From an optimization exercise on the open Yosys and OpenROAD flow, aimed at small area; shortcuts taken in it are not production practice.
In this exercise RTL edits were held to simulation tests only and were not proved equivalent to the original.
No driver is modelled on the clock port, so clocking that relies on it looks cheaper here than on a real chip.
No activity file was given, so power comes from the tool's default toggle rates.

Setup of willow:
Design lc3b_mem_unit, start of the top module:
module lc3b_mem_unit #(
  parameter int ADDR_W = 16,
  parameter int DATA_W = 16,
  parameter int DEPTH  = 256,
  parameter int RD_LAT = 5,
  parameter int WR_LAT = 10
) (
  input  logic              clk_50,
  input  logic              rst,
  input  logic [DATA_W-1:0] bus,
  input  logic              ld_mar,
  input  logic              ld_mdr,
  input  logic              gate_mdr,
  input  logic              mio_en,
  input  logic              rw,
  input  logic              datasize,
  output logic [DATA_W-1:0] mdr_out,
  output logic              r,
  output logic              addr_err
);
For scale: roughly 3900 cells after synthesis, about 2100 flip-flops, roughly 42 I/O pins.
==> flow/config.mk <==
export PLATFORM = sky130hd
export DESIGN_NAME = lc3b_mem_unit
export DESIGN_NICKNAME = lc3b_mem_unit
export VERILOG_FILES = /design/flow/design.v
export SDC_FILE = /design/flow/constraint.sdc
export NUM_CORES = 4
export LEC_CHECK = 0
export ABC_AREA = 1
export CAP_MARGIN = 20
export CORE_MARGIN = 2
export CORE_UTILIZATION = 55
export PLACE_DENSITY = 0.65
export SLEW_MARGIN = 20
==> flow/constraint.sdc <==
create_clock -name core_clock -period 10.0 [get_ports {clk_50}]
set_input_delay 2.0000 -clock core_clock [delete_from_list [all_inputs] [get_ports {clk_50}]]
set_output_delay 2.0000 -clock core_clock [all_outputs]
set_load 0.01 [all_outputs]
standard.sh (not shown) runs the stock make flow with config.mk's settings and CLKGATE_MAP_FILE= SYNTH_SCRIPT=/design/flow/synth_recipe.tcl, a recipe that flattens the netlist after the stock synthesis.
==> flow/flow/run.sh <==
#!/bin/bash
# Standard ORFS layout (the standard.sh, standard synthesis unchanged) with
# a leaner clock tree (small clock buffers, no dummy balancing loads) and
# minimum-size port buffers. Every tool's output goes to flow_make.log here,
# and ORFS keeps each step's own log under orfs/logs/.
set -euo pipefail
CTS_BUF=${CTS_BUF:-sky130_fd_sc_hd__clkbuf_4}
export CLK_SLEW_FIX=${CLK_SLEW_FIX:-0.112}
bash standard.sh \
  "POST_CTS_TCL=$PWD/flow/post_cts.tcl" \
  "CTS_ARGS=-sink_clustering_enable -repair_clock_nets -dont_use_dummy_load -buf_list $CTS_BUF -sink_clustering_size 14 -sink_clustering_max_diameter 60" \
  "BUFFER_PORTS_ARGS=-buffer_cell sky130_fd_sc_hd__buf_1" \
  finish > flow_make.log 2>&1
==> flow/flow/post_cts.tcl <==
# Upsize the clock buffers whose flip-flop clock pins would see a slow edge
# (placement parasitics; routed slews come out a little higher).
estimate_parasitics -placement
set limit $::env(CLK_SLEW_FIX)
set fixed 0
foreach inst [get_cells *] {
  if {[get_property $inst ref_name] != "sky130_fd_sc_hd__clkbuf_4"} { continue }
  set out [get_pins -of_objects $inst -filter "direction == output"]
  set worst 0
  foreach p [get_pins -of_objects [get_nets -of_objects $out] -filter "direction == input"] {
    set s [get_property $p slew_max]
    if {$s > $worst} { set worst $s }
  }
  if {$worst > $limit} {
    replace_cell $inst sky130_fd_sc_hd__clkbuf_8
    incr fixed
  }
}
puts "post_cts: upsized $fixed clock buffers over $limit ns"
detailed_placement
check_placement
[inputs] delta vs willow
==> flow/run.sh (new file) <==
#!/bin/bash
# synth_recipe.tcl (not shown) runs the flow's synth.tcl, then flattens the netlist and writes it again
# the make line also repeats each setting of config.mk as NAME=value (left out here)
make -C /OpenROAD-flow-scripts/flow DESIGN_CONFIG=/design/flow/config.mk WORK_HOME=/design/flow/orfs CLKGATE_MAP_FILE= SYNTH_SCRIPT=/design/flow/synth_recipe.tcl finish
diff --git a/flow/config.mk b/flow/config.mk
--- a/flow/config.mk
+++ b/flow/config.mk
@@ -11,2 +11,5 @@
 export CORE_UTILIZATION = 55
+export CTS_BUF_LIST = sky130_fd_sc_hd__clkbuf_4
+export CTS_CLUSTER_DIAMETER = 30
+export CTS_CLUSTER_SIZE = 10
 export PLACE_DENSITY = 0.65
removed: flow/flow/run.sh
removed: flow/flow/post_cts.tcl
removed: flow/standard.sh
Notes after the runs:
- Taking willow as the reference, in delta placed wire-length estimate stayed essentially flat, internal reg-to-reg setup slack grew by 0.07 ns, number of cells in the finished layout apart from fillers saw an increase, post-detailed-route via-to-cell ratio shrank by 1.8%.
- Non-clock buffer count | delta above willow
- delta against willow; critical path depth is down by more than 10%.
The inputs of fjord differ from those of delta as listed below.
==> flow/flow/run.sh (new file) <==
#!/bin/bash
# Standard ORFS layout (the standard.sh, standard synthesis unchanged) with
# a leaner clock tree (small clock buffers, no dummy balancing loads) and
# minimum-size port buffers. Every tool's output goes to flow_make.log here,
# and ORFS keeps each step's own log under orfs/logs/.
set -euo pipefail
CTS_BUF=${CTS_BUF:-sky130_fd_sc_hd__clkbuf_4}
export CLK_SLEW_FIX=${CLK_SLEW_FIX:-0.112}
bash standard.sh \
  "POST_CTS_TCL=$PWD/flow/post_cts.tcl" \
  "CTS_ARGS=-sink_clustering_enable -repair_clock_nets -dont_use_dummy_load -buf_list $CTS_BUF -sink_clustering_size 12 -sink_clustering_max_diameter 35" \
  "BUFFER_PORTS_ARGS=-buffer_cell sky130_fd_sc_hd__buf_1" \
  finish > flow_make.log 2>&1
==> flow/flow/post_cts.tcl (new file) <==
# Upsize the clock buffers whose flip-flop clock pins would see a slow edge
# (placement parasitics; routed slews come out a little higher).
estimate_parasitics -placement
set limit $::env(CLK_SLEW_FIX)
set fixed 0
foreach inst [get_cells *] {
  if {[get_property $inst ref_name] != "sky130_fd_sc_hd__clkbuf_4"} { continue }
  set out [get_pins -of_objects $inst -filter "direction == output"]
  set worst 0
  foreach p [get_pins -of_objects [get_nets -of_objects $out] -filter "direction == input"] {
    set s [get_property $p slew_max]
    if {$s > $worst} { set worst $s }
  }
  if {$worst > $limit} {
    replace_cell $inst sky130_fd_sc_hd__clkbuf_8
    incr fixed
  }
}
puts "post_cts: upsized $fixed clock buffers over $limit ns"
detailed_placement
check_placement
==> flow/standard.sh (new file) <==
#!/bin/bash
# synth_recipe.tcl (not shown) runs the flow's synth.tcl, then flattens the netlist and writes it again
# the make line also repeats each setting of config.mk as NAME=value (left out here)
make -C /OpenROAD-flow-scripts/flow DESIGN_CONFIG=/design/flow/config.mk WORK_HOME=/design/flow/orfs CLKGATE_MAP_FILE= SYNTH_SCRIPT=/design/flow/synth_recipe.tcl "${@:-finish}"
diff --git a/flow/config.mk b/flow/config.mk
--- a/flow/config.mk
+++ b/flow/config.mk
@@ -11,5 +11,2 @@
 export CORE_UTILIZATION = 55
-export CTS_BUF_LIST = sky130_fd_sc_hd__clkbuf_4
-export CTS_CLUSTER_DIAMETER = 30
-export CTS_CLUSTER_SIZE = 10
 export PLACE_DENSITY = 0.65
removed: flow/run.sh
Findings:
Diff delta -> fjord: maximum frequency now sits higher; setup slack of the worst register-to-register path now sits at about the same level; internal power of the cells now sits lower; half-perimeter wire length of the detailed placement result now sits at about the same level.
fjord has overall power consumption below what delta had.
| count of inserted antenna diode cells | fjord vs delta | 1 lower |
Number of cells in the finished layout apart from fillers is higher on delta
For the worst vdd rail ir drop, fjord came in 61% higher than delta did.
For cedar, these inputs were changed with respect to fjord:
diff --git a/flow/flow/run.sh b/flow/flow/run.sh
--- a/flow/flow/run.sh
+++ b/flow/flow/run.sh
@@ -7,6 +7,4 @@
 CTS_BUF=${CTS_BUF:-sky130_fd_sc_hd__clkbuf_4}
-export CLK_SLEW_FIX=${CLK_SLEW_FIX:-0.112}
 bash standard.sh \
-  "POST_CTS_TCL=$PWD/flow/post_cts.tcl" \
-  "CTS_ARGS=-sink_clustering_enable -repair_clock_nets -dont_use_dummy_load -buf_list $CTS_BUF -sink_clustering_size 12 -sink_clustering_max_diameter 35" \
+  "CTS_ARGS=-sink_clustering_enable -repair_clock_nets -dont_use_dummy_load -buf_list $CTS_BUF -sink_clustering_size 10 -sink_clustering_max_diameter 30" \
   "BUFFER_PORTS_ARGS=-buffer_cell sky130_fd_sc_hd__buf_1" \
removed: flow/flow/post_cts.tcl
- Final cell count of cedar exceeds that of fjord slightly.
- cedar ended up with a higher final routed wirelength across all metal layers than fjord did.
- Looking only at number of antenna diodes, and setting everything else aside, the higher value of cedar and fjord goes to fjord.

---

The RTL this note starts from:
==> flow/design.v <==
package lc3b_mem_pkg;
  typedef enum logic [1:0] {
    IDLE  = 2'd0,
    READ  = 2'd1,
    WRITE = 2'd2,
    DONE  = 2'd3
  } state_t;
  localparam logic RW_WRITE  = 1'b1;
  localparam logic SIZE_BYTE = 1'b1;
  function automatic logic [15:0] sext_byte(input logic [7:0] b);
    sext_byte = {{8{b[7]}}, b};
  endfunction
endpackage
module lc3b_mem_array #(
  parameter int ROWS = 128,
  parameter int RW   = $clog2(ROWS),
  parameter int NWP  = 12,
  parameter int NRT  = 22
) (
  input  logic          clk,
  input  logic          wcap,
  input  logic [RW-1:0] wrow,
  input  logic [15:0]   wdata,
  input  logic [1:0]    wbe,
  input  logic [RW-1:0] rrow,
  output logic [15:0]   rdata
);
  logic [16*ROWS-1:0] ring;
  logic [RW-1:0] phase;
  logic [RW-1:0] prow;
  logic [15:0]   pdata;
  logic [1:0]    pbe;
  logic [15:0]   rbuf;
  logic [15:0]   rnext;
  logic [RW-1:0] wpos;
  logic [RW-1:0] rpos;
  logic          hit;
  logic [15:0]   tap;
  always_ff @(posedge clk) phase <= phase + RW'(1);
  always_ff @(posedge clk) begin
    if (wcap) begin
      prow  <= wrow;
      pdata <= wdata;
      pbe   <= wbe;
    end
  end
  assign wpos = prow + phase;
  assign rpos = rrow + phase;
  for (genvar i = 0; i < ROWS; i++) begin : g_ring
    localparam int PREV = (i + ROWS - 1) % ROWS;
    localparam int K = (i * NWP + ROWS - 1) / ROWS;
    if (K < NWP && (K * ROWS) / NWP == i) begin : g_wp
      logic sel;
      assign sel = (wpos == RW'(PREV));
      always_ff @(posedge clk) begin
        ring[16*i +: 8]  <= (sel && pbe[0]) ? pdata[7:0]  : ring[16*PREV +: 8];
        ring[16*i+8 +: 8] <= (sel && pbe[1]) ? pdata[15:8] : ring[16*PREV+8 +: 8];
      end
    end else begin : g_sh
      always_ff @(posedge clk) ring[16*i +: 16] <= ring[16*PREV +: 16];
    end
  end
  always_comb begin
    hit = 1'b0;
    tap = '0;
    for (int k = 0; k < NRT; k++) begin
      if (rpos == RW'((k * ROWS) / NRT)) begin
        hit = 1'b1;
        tap = tap | ring[16*((k * ROWS) / NRT) +: 16];
      end
    end
  end
  assign rnext = hit ? tap : rbuf;
  always_ff @(posedge clk) rbuf <= rnext;
  always_comb begin
    rdata = rnext;
    if (prow == rrow) begin
      if (pbe[0]) rdata[7:0]  = pdata[7:0];
      if (pbe[1]) rdata[15:8] = pdata[15:8];
    end
  end
endmodule
module lc3b_mem_unit #(
  parameter int ADDR_W = 16,
  parameter int DATA_W = 16,
  parameter int DEPTH  = 256,
  parameter int RD_LAT = 5,
  parameter int WR_LAT = 10
) (
  input  logic              clk_50,
  input  logic              rst,
  input  logic [DATA_W-1:0] bus,
  input  logic              ld_mar,
  input  logic              ld_mdr,
  input  logic              gate_mdr,
  input  logic              mio_en,
  input  logic              rw,
  input  logic              datasize,
  output logic [DATA_W-1:0] mdr_out,
  output logic              r,
  output logic              addr_err
);
  localparam int AW      = $clog2(DEPTH);
  localparam int MAX_LAT = (RD_LAT > WR_LAT) ? RD_LAT : WR_LAT;
  localparam int CNT_W   = $clog2(MAX_LAT + 1);
  lc3b_mem_pkg::state_t state;
  logic [AW-1:0]     mar;
  logic [AW-1:0]     mar_d;
  logic [DATA_W-1:0] mdr;
  logic [CNT_W-1:0]  cnt;
  logic              size_q;
  logic              err_q;
  logic [15:0]       rdata;
  logic [15:0]       wdata;
  logic [1:0]        wbe;
  logic              unaligned;
  logic              finishing;
  logic              wcap;
  assign mar_d     = ((state == lc3b_mem_pkg::IDLE) && ld_mar) ? bus[AW-1:0] : mar;
  assign unaligned = (size_q != lc3b_mem_pkg::SIZE_BYTE) && mar[0];
  assign finishing = ((state == lc3b_mem_pkg::READ) || (state == lc3b_mem_pkg::WRITE)) && (cnt == '0);
  assign wcap      = finishing && (state == lc3b_mem_pkg::WRITE) && !unaligned;
  assign wdata = {(size_q == lc3b_mem_pkg::SIZE_BYTE) ? mdr[7:0] : mdr[15:8], mdr[7:0]};
  assign wbe   = (size_q == lc3b_mem_pkg::SIZE_BYTE) ? {mar[0], !mar[0]} : 2'b11;
  lc3b_mem_array #(
    .ROWS (DEPTH / 2)
  ) u_array (
    .clk   (clk_50),
    .wcap  (wcap),
    .wrow  (mar[AW-1:1]),
    .wdata (wdata),
    .wbe   (wbe),
    .rrow  (mar_d[AW-1:1]),
    .rdata (rdata)
  );
  always_ff @(posedge clk_50 or posedge rst) begin
    if (rst) begin
      state  <= lc3b_mem_pkg::IDLE;
      mar    <= '0;
      mdr    <= '0;
      cnt    <= '0;
      size_q <= 1'b0;
      err_q  <= 1'b0;
    end else begin
      case (state)
        lc3b_mem_pkg::IDLE: begin
          mar <= mar_d;
          if (ld_mdr) mdr <= bus;
          if (mio_en) begin
            size_q <= datasize;
            if (rw == lc3b_mem_pkg::RW_WRITE) begin
              state <= lc3b_mem_pkg::WRITE;
              cnt   <= CNT_W'(WR_LAT - 1);
            end else begin
              state <= lc3b_mem_pkg::READ;
              cnt   <= CNT_W'(RD_LAT - 1);
            end
          end
        end
        lc3b_mem_pkg::READ, lc3b_mem_pkg::WRITE: begin
          if (cnt == '0) begin
            state <= lc3b_mem_pkg::DONE;
            err_q <= unaligned;
            if ((state == lc3b_mem_pkg::READ) && !unaligned) begin
              if (size_q == lc3b_mem_pkg::SIZE_BYTE)
                mdr <= lc3b_mem_pkg::sext_byte(mar[0] ? rdata[15:8] : rdata[7:0]);
              else
                mdr <= rdata;
            end
          end else begin
            cnt <= cnt - CNT_W'(1);
          end
        end
        lc3b_mem_pkg::DONE: begin
          if (!mio_en) begin
            state <= lc3b_mem_pkg::IDLE;
            err_q <= 1'b0;
          end
        end
        default: state <= lc3b_mem_pkg::IDLE;
      endcase
    end
  end
  assign r        = (state == lc3b_mem_pkg::DONE);
  assign addr_err = err_q;
  assign mdr_out  = gate_mdr ? mdr : '0;
endmodule
Settings: LEC_CHECK=0, CAP_MARGIN=20, CORE_MARGIN=2, CORE_UTILIZATION=30, CTS_BUF_LIST=sky130_fd_sc_hd__clkbuf_8, CTS_CLUSTER_DIAMETER=50, CTS_CLUSTER_SIZE=20, PLACE_DENSITY=0.45, SLEW_MARGIN=20; clock period 10.0 ns.
run.sh (not shown) runs the stock make flow with config.mk's settings and CLKGATE_MAP_FILE= SYNTH_SCRIPT=/design/flow/synth_recipe.tcl, a recipe that flattens the netlist after the stock synthesis.
Stock flow here: none of the scripts above is used.
==> next run, changes <==
CTS_BUF_LIST = unset   (was sky130_fd_sc_hd__clkbuf_8)
CTS_CLUSTER_DIAMETER = unset   (was 50)
CTS_CLUSTER_SIZE = unset   (was 20)
Effect:
- The changed run ran to the end with no violations
- via count came out higher slightly
- utilization came out higher by 2.0 points
- power came out higher by about a fifth
- wire length came out higher slightly
- final area came out higher by a few percent
- global-route usage came out higher by 0.16 points
- first-iteration DRC count came out lower slightly

==> port drivers added, routing unchanged <==
How much do the figures lean on ideal ports? The routed layouts below were timed once more, with nothing changed but the port constraints.
Step 1: set_driving_cell puts a clkbuf_16 on clk_50 and a buf_2 on each other input, an assumption about the parent block.
Step 2 times the ports against the registers' clock, not the clock port: input delays grow and output delays shrink by t, the midpoint of the rising clock arrivals with the driver on.
a / b / c = ideal / step 1 / step 2; a / b = the first two.
run	t, ns	setup slack, ns	clock arrival spread, ns	worst slew at a driven data input, ns	cell pins on the clock port's net
willow	0.893	3.760 / 3.800 / 2.907	0.081 / 0.081	0.05	1
delta	1.226	3.782 / 3.818 / 2.592	0.134 / 0.134	0.05	1
fjord	0.940	3.888 / 3.927 / 2.987	0.168 / 0.168	0.05	1
cedar	1.183	4.112 / 4.152 / 2.969	0.138 / 0.138	0.05	1
the first run of note 2	0.978	2.538 / 2.582 / 1.603	0.055 / 0.055	0.06	1
the second run of note 2	0.869	2.458 / 2.506 / 1.637	0.076 / 0.076	0.05	1
After both steps every run listed still meets setup and hold. The setup slack of delta, which loses most, moves by +0.036 ns with the drivers and by -1.190 ns with both steps.
